This design comes from an exercise in tuning for a short achievable clock period and few clock cycles on the open sky130 flow, not from production work.
Where RTL was checked, it was by simulation tests only, not by an equivalence proof against the original.
Power figures rest on the tool's default switching activity, not on a simulated workload.

==> v11: inputs <==
==> flow/design.v <==
`default_nettype none
package cpu_pkg;
  localparam int xlen       = 32;    
  localparam int reg_addr_w = 5;
  localparam int pc_step    = 4;     
  typedef logic [xlen-1:0]       word_t;
  typedef logic [reg_addr_w-1:0] reg_addr_t;
  localparam logic [5:0] op_rtype = 6'h00;     
  localparam logic [5:0] op_beq   = 6'h04;
  localparam logic [5:0] op_bne   = 6'h05;
  localparam logic [5:0] op_addi  = 6'h08;
  localparam logic [5:0] op_slti  = 6'h0A;
  localparam logic [5:0] op_lw    = 6'h23;
  localparam logic [5:0] op_sw    = 6'h2B;     
  localparam logic [6:0] fn_add = 7'h20;
  localparam logic [6:0] fn_sub = 7'h22;
  localparam logic [6:0] fn_slt = 7'h2A;       
endpackage
`default_nettype wire
`default_nettype none
module reg_file (
  input  logic               clk,
  input  logic               nrst,
  input  cpu_pkg::reg_addr_t rd_addr_a,
  input  cpu_pkg::reg_addr_t rd_addr_b,
  input  cpu_pkg::reg_addr_t rd_addr_c,
  input  logic               wr_en,
  input  cpu_pkg::reg_addr_t wr_addr,
  input  cpu_pkg::word_t     wr_data,
  output cpu_pkg::word_t     rd_data_a,
  output cpu_pkg::word_t     rd_data_b,
  output cpu_pkg::word_t     rd_data_c
);
  cpu_pkg::word_t regs [2**cpu_pkg::reg_addr_w];
  assign rd_data_a = regs[rd_addr_a];
  assign rd_data_b = regs[rd_addr_b];
  assign rd_data_c = regs[rd_addr_c];
  always_ff @(posedge clk) begin
    if (!nrst) begin
      for (int i = 0; i < 2**cpu_pkg::reg_addr_w; i++) begin
        regs[i] <= '0;
      end
    end else if (wr_en && wr_addr != '0) begin    
      regs[wr_addr] <= wr_data;
    end
  end
endmodule
`default_nettype wire
`default_nettype none
module pipeline_cpu (
  input  logic           clk,
  input  logic           nrst,
  input  cpu_pkg::word_t inst,
  input  cpu_pkg::word_t data_in,
  output cpu_pkg::word_t inst_addr,
  output cpu_pkg::word_t data_addr,
  output cpu_pkg::word_t data_out,
  output logic           data_wr
);
  cpu_pkg::word_t     pc;                
  cpu_pkg::word_t     pc4;               
  cpu_pkg::word_t     pc8;
  logic [5:0]         op;
  cpu_pkg::reg_addr_t rd;
  cpu_pkg::reg_addr_t rs1;
  cpu_pkg::reg_addr_t rs2;
  logic [6:0]         funct;
  cpu_pkg::word_t     imm_alu;
  cpu_pkg::word_t     off;
  cpu_pkg::word_t     target;            
  cpu_pkg::word_t     target4;
  cpu_pkg::word_t     rf_a;
  cpu_pkg::word_t     rf_b;
  cpu_pkg::word_t     rf_c;
  logic               d_rtype;
  logic               d_wr;
  logic               d_load;
  logic               d_beq;
  logic               d_bne;
  logic               d_pred;
  logic               d_use_a;           
  logic               d_use_b;           
  logic               d_store;           
  logic               stall;             
  logic               d_use_imm;
  logic               d_sub;
  cpu_pkg::word_t     b_fwd;
  logic               e_wr;              
  cpu_pkg::reg_addr_t e_dest;
  logic               e_load;
  logic               e_store;
  logic               e_beq;
  logic               e_bne;
  logic               e_pred;            
  logic               e_sub;             
  logic               e_slt;             
  logic               e_zero;            
  logic               e_fx_alu;          
  cpu_pkg::word_t     e_bx;              
  logic               e_fa_alu;          
  logic               e_fb_alu;
  logic               e_fc_alu;
  cpu_pkg::word_t     e_a;
  cpu_pkg::word_t     e_b;
  cpu_pkg::word_t     e_c;               
  cpu_pkg::word_t     e_pc4;             
  cpu_pkg::word_t     e_pc8;
  cpu_pkg::word_t     e_tgt;             
  cpu_pkg::word_t     e_tgt4;
  cpu_pkg::word_t     opc;
  cpu_pkg::word_t     sum;
  cpu_pkg::word_t     m_alu_x;
  logic [32:0]        r_nn;              
  logic [32:0]        r_fn;
  logic [32:0]        r_nf;
  logic [32:0]        r_ff;
  logic [32:0]        sum_l;
  cpu_pkg::word_t     alu_y;
  logic               less;
  logic               eq;
  logic               taken;
  logic               mispredict;
  logic               m_wr;
  cpu_pkg::reg_addr_t m_dest;
  logic               m_load;
  cpu_pkg::word_t     m_alu;
  cpu_pkg::word_t     m_sdata;
  logic               m_store;
  cpu_pkg::word_t     m_result;
  function automatic logic [32:0] ks_add(input cpu_pkg::word_t a, input cpu_pkg::word_t b,
                                         input logic cin);
    cpu_pkg::word_t g;
    cpu_pkg::word_t p;
    cpu_pkg::word_t x;
    cpu_pkg::word_t gn;
    cpu_pkg::word_t pn;
    x = a ^ b;
    g = a & b;
    p = x;
    g[0] = g[0] | (p[0] & cin);
    for (int d = 1; d < 32; d = d * 2) begin
      gn = g;
      pn = p;
      for (int i = d; i < 32; i++) begin
        gn[i] = g[i] | (p[i] & g[i-d]);
        pn[i] = p[i] & p[i-d];
      end
      g = gn;
      p = pn;
    end
    ks_add = {g[30], x ^ {g[30:0], cin}};
  endfunction
  function automatic logic [32:0] add_less(input cpu_pkg::word_t a, input cpu_pkg::word_t bx,
                                           input logic sub);
    logic [32:0]    s;
    cpu_pkg::word_t b;
    s = ks_add(a, bx, sub);
    b = bx ^ {32{sub}};
    add_less = {(a[31] != b[31]) ? a[31] : (a[31] ^ bx[31] ^ s[32]), s[31:0]};
  endfunction
  assign op      = inst[5:0];
  assign rd      = inst[10:6];
  assign rs1     = inst[19:15];
  assign rs2     = inst[24:20];
  assign funct   = inst[31:25];
  assign imm_alu = {{16{inst[31]}}, inst[31:20], inst[14:11]};
  assign off     = {{16{inst[31]}}, inst[31:25], inst[14:6]};
  assign d_rtype = (op == cpu_pkg::op_rtype);
  assign d_load  = (op == cpu_pkg::op_lw);
  assign d_wr    = (d_rtype || op == cpu_pkg::op_addi || op == cpu_pkg::op_slti || d_load) &&
                   (rd != '0);
  assign d_beq   = (op == cpu_pkg::op_beq) && (off != '0);
  assign d_bne   = (op == cpu_pkg::op_bne) && (off != '0) && (rs1 != rs2);
  assign d_pred  = d_bne || (d_beq && (off[31] || rs1 == rs2));
  assign d_use_imm = (op == cpu_pkg::op_addi) || (op == cpu_pkg::op_slti) ||
                     (op == cpu_pkg::op_lw)   || (op == cpu_pkg::op_sw);
  assign d_sub     = (op == cpu_pkg::op_slti) ||
                     (d_rtype && (funct == cpu_pkg::fn_sub || funct == cpu_pkg::fn_slt));
  assign b_fwd     = (m_wr && m_dest == rs2) ? m_result : rf_b;
  assign d_store = (op == cpu_pkg::op_sw);
  assign d_use_b = d_rtype || (op == cpu_pkg::op_beq) || (op == cpu_pkg::op_bne);
  assign d_use_a = d_use_b || d_use_imm;
  assign stall   = e_load && e_wr && ((d_use_a && rs1 == e_dest) ||
                                      (d_use_b && rs2 == e_dest) ||
                                      (d_store && rd  == e_dest));
  assign pc8     = pc4 + 32'd4;
  assign target  = {30'(ks_add({2'b0, pc4[31:2]}, {2'b0, off[31:2]}, 1'b0)),
                    pc4[1:0] + off[1:0]};
  assign target4 = {30'(ks_add({2'b0, pc4[31:2]}, {2'b0, off[31:2]}, 1'b1)),
                    pc4[1:0] + off[1:0]};
  reg_file u_rf (
    .clk       (clk),
    .nrst      (nrst),
    .rd_addr_a (rs1),
    .rd_addr_b (rs2),
    .rd_addr_c (rd),
    .wr_en     (m_wr),
    .wr_addr   (m_dest),
    .wr_data   (m_result),
    .rd_data_a (rf_a),
    .rd_data_b (rf_b),
    .rd_data_c (rf_c)
  );
  assign inst_addr = pc;
  always_ff @(posedge clk) begin
    if (!nrst) begin
      pc  <= '0;
      pc4 <= 32'd4;
    end else if (mispredict) begin
      pc  <= e_pred ? e_pc4 : e_tgt;
      pc4 <= e_pred ? e_pc8 : e_tgt4;
    end else if (stall) begin
      pc  <= pc;
      pc4 <= pc4;
    end else if (d_pred) begin
      pc  <= target;
      pc4 <= target4;
    end else begin
      pc  <= pc4;
      pc4 <= pc8;
    end
  end
  always_ff @(posedge clk) begin
    if (!nrst || mispredict || stall) begin
      e_wr    <= 1'b0;
      e_load  <= 1'b0;
      e_store <= 1'b0;
      e_beq   <= 1'b0;
      e_bne   <= 1'b0;
    end else begin
      e_wr    <= d_wr;
      e_load  <= d_load;
      e_store <= d_store;
      e_beq   <= d_beq;
      e_bne   <= d_bne;
    end
  end
  always_ff @(posedge clk) begin
    e_dest    <= rd;
    e_pred    <= d_pred;
    e_fa_alu  <= e_wr && !e_load && (rs1 == e_dest);
    e_fb_alu  <= e_wr && !e_load && (rs2 == e_dest);
    e_fc_alu  <= e_wr && !e_load && (rd  == e_dest);
    e_sub     <= d_sub;
    e_fx_alu  <= !d_use_imm && e_wr && !e_load && (rs2 == e_dest);
    e_bx      <= (d_use_imm ? imm_alu : b_fwd) ^ {32{d_sub}};
    e_slt     <= (op == cpu_pkg::op_slti) || (d_rtype && funct == cpu_pkg::fn_slt);
    e_zero    <= d_rtype && (funct != cpu_pkg::fn_add) && (funct != cpu_pkg::fn_sub) &&
                 (funct != cpu_pkg::fn_slt);
    e_a       <= (m_wr && m_dest == rs1) ? m_result : rf_a;
    e_b       <= b_fwd;
    e_c       <= (m_wr && m_dest == rd)  ? m_result : rf_c;
    e_pc4     <= pc4;
    e_pc8     <= pc8;
    e_tgt     <= target;
    e_tgt4    <= target4;
  end
  assign opc   = e_fc_alu ? m_alu : e_c;
  assign m_alu_x = m_alu ^ {32{e_sub}};
  assign r_nn    = add_less(e_a,   e_bx,    e_sub);
  assign r_fn    = add_less(m_alu, e_bx,    e_sub);
  assign r_nf    = add_less(e_a,   m_alu_x, e_sub);
  assign r_ff    = add_less(m_alu, m_alu_x, e_sub);
  always_comb begin
    case ({e_fa_alu, e_fx_alu})
      2'b00:   sum_l = r_nn;
      2'b10:   sum_l = r_fn;
      2'b01:   sum_l = r_nf;
      default: sum_l = r_ff;
    endcase
  end
  assign sum  = sum_l[31:0];
  assign less = sum_l[32];
  always_comb begin
    if (e_zero) begin
      alu_y = '0;
    end else if (e_slt) begin
      alu_y = {31'b0, less};
    end else begin
      alu_y = sum;
    end
  end
  always_comb begin
    case ({e_fa_alu, e_fb_alu})
      2'b00:   eq = (e_a == e_b);
      2'b10:   eq = (m_alu == e_b);
      2'b01:   eq = (e_a == m_alu);
      default: eq = 1'b1;
    endcase
  end
  assign taken      = (e_beq && eq) || (e_bne && !eq);
  assign mispredict = (e_beq || e_bne) && (taken != e_pred);
  always_ff @(posedge clk) begin
    if (!nrst) begin
      m_wr    <= 1'b0;
      m_load  <= 1'b0;
      m_store <= 1'b0;
    end else begin
      m_wr    <= e_wr;
      m_load  <= e_load;
      m_store <= e_store;
    end
  end
  always_ff @(posedge clk) begin
    m_dest  <= e_dest;
    m_alu   <= alu_y;                    
    m_sdata <= opc;
  end
  assign m_result  = m_load ? data_in : m_alu;
  assign data_addr = m_alu;
  assign data_out  = m_sdata;
  assign data_wr   = m_store;
endmodule
`default_nettype wire
==> flow/flow/run.sh <==
#!/bin/bash
# The standard layout (the standard.sh: ORFS from synthesis to finish),
# with one change to synthesis: no full/half-adder cell extraction before ABC
# (ADDER_MAP_FILE empty), so ABC maps the adders as plain logic for speed.
# Registers, their names and cell types are those of the standard synthesis.
set -euo pipefail
bash standard.sh ADDER_MAP_FILE= finish > orfs_make.log 2>&1
==> flow/standard.sh <==
#!/bin/bash
# synth_recipe.tcl (not shown) runs the flow's synth.tcl, then flattens the netlist and writes it again
# the make line also repeats each setting of config.mk as NAME=value (left out here)
make -C /OpenROAD-flow-scripts/flow DESIGN_CONFIG=/design/flow/config.mk WORK_HOME=/design/flow/orfs CLKGATE_MAP_FILE= SYNTH_SCRIPT=/design/flow/synth_recipe.tcl "${@:-finish}"
==> flow/config.mk <==
export PLATFORM = sky130hd
export DESIGN_NAME = pipeline_cpu
export DESIGN_NICKNAME = pipeline_cpu
export VERILOG_FILES = /design/flow/design.v
export SDC_FILE = /design/flow/constraint.sdc
export NUM_CORES = 4
export LEC_CHECK = 0
export CAP_MARGIN = 20
export CORE_MARGIN = 2
export CORE_UTILIZATION = 40
export SETUP_SLACK_MARGIN = 4.2
export SLEW_MARGIN = 20
export TNS_END_PERCENT = 100
==> flow/constraint.sdc <==
create_clock -name core_clock -period 7.5 [get_ports {clk}]
set_input_delay 1.5000 -clock core_clock [delete_from_list [all_inputs] [get_ports {clk}]]
set_output_delay 1.5000 -clock core_clock [all_outputs]
set_load 0.01 [all_outputs]
==> v12: changes against v11 <==
--- a/flow/design.v
+++ b/flow/design.v
@@ -185,8 +185,6 @@
                                       (d_store && rd  == e_dest));
   assign pc8     = pc4 + 32'd4;
-  assign target  = {30'(ks_add({2'b0, pc4[31:2]}, {2'b0, off[31:2]}, 1'b0)),
-                    pc4[1:0] + off[1:0]};
-  assign target4 = {30'(ks_add({2'b0, pc4[31:2]}, {2'b0, off[31:2]}, 1'b1)),
-                    pc4[1:0] + off[1:0]};
+  assign target  = 32'(ks_add(pc4, off, 1'b0));
+  assign target4 = 32'(ks_add(pc8, off, 1'b0));
   reg_file u_rf (
     .clk       (clk),
Settings changed: CORE_UTILIZATION 40 to 30, SETUP_SLACK_MARGIN 4.2 to 4.0, TNS_END_PERCENT 100 to unset.
==> summary of the runs <==
Critical path depth: v12 is higher than v11 (5).
Of v11 and v12, v11 has the higher global-route usage (gap 8.5 points).
In v12 the design area is larger than in v11, by 1.6%.
Maximum frequency: v12 is higher than v11 (about 2.3%).
Of v12 and v11, v12 has the higher via count (gap about 2.6%, measured against v11).
Of v11 and v12, v11 has the higher sequential power (gap about 0.4%, measured against v12).
Testbench counts of v12, summed over its fixed seeds: cycles 18,898.
Function not checked in v11: the RTL went through the layout flow alone.

[afterwards: timing with drivers on the ports]
How much do the figures lean on ideal ports? The routed layouts below were timed once more, with nothing changed but the port constraints. Step 1 sets driving cells, clkbuf_16 on the clock port and buf_2 on the other inputs (assumed; they add their load-dependent delay and slew). Step 2, shift: input delay + t, output delay - t, t = (earliest + latest rising clock arrival at the registers) / 2. This alone moves slack from input paths to output paths. a / b / c = ideal / step 1 / step 2; a / b = the first two.
run | shift t [ns] | slack for setup (ns) | hold WS [ns] | worst setup path after step 2 | latest minus earliest clock arrival (ns)
v11 | 0.919 | 3.644 / 3.644 / 2.964 | 0.421 / 0.421 / 0.421 | input to register | 0.062 / 0.062
v12 | 0.930 | 3.731 / 3.484 / 2.553 | 0.431 / 0.431 / 0.431 | input to register | 0.099 / 0.099
After both steps every run listed still meets setup and hold. For v12, which loses most, drivers alone change the setup slack by -0.247 ns; drivers and shift together by -1.178 ns.
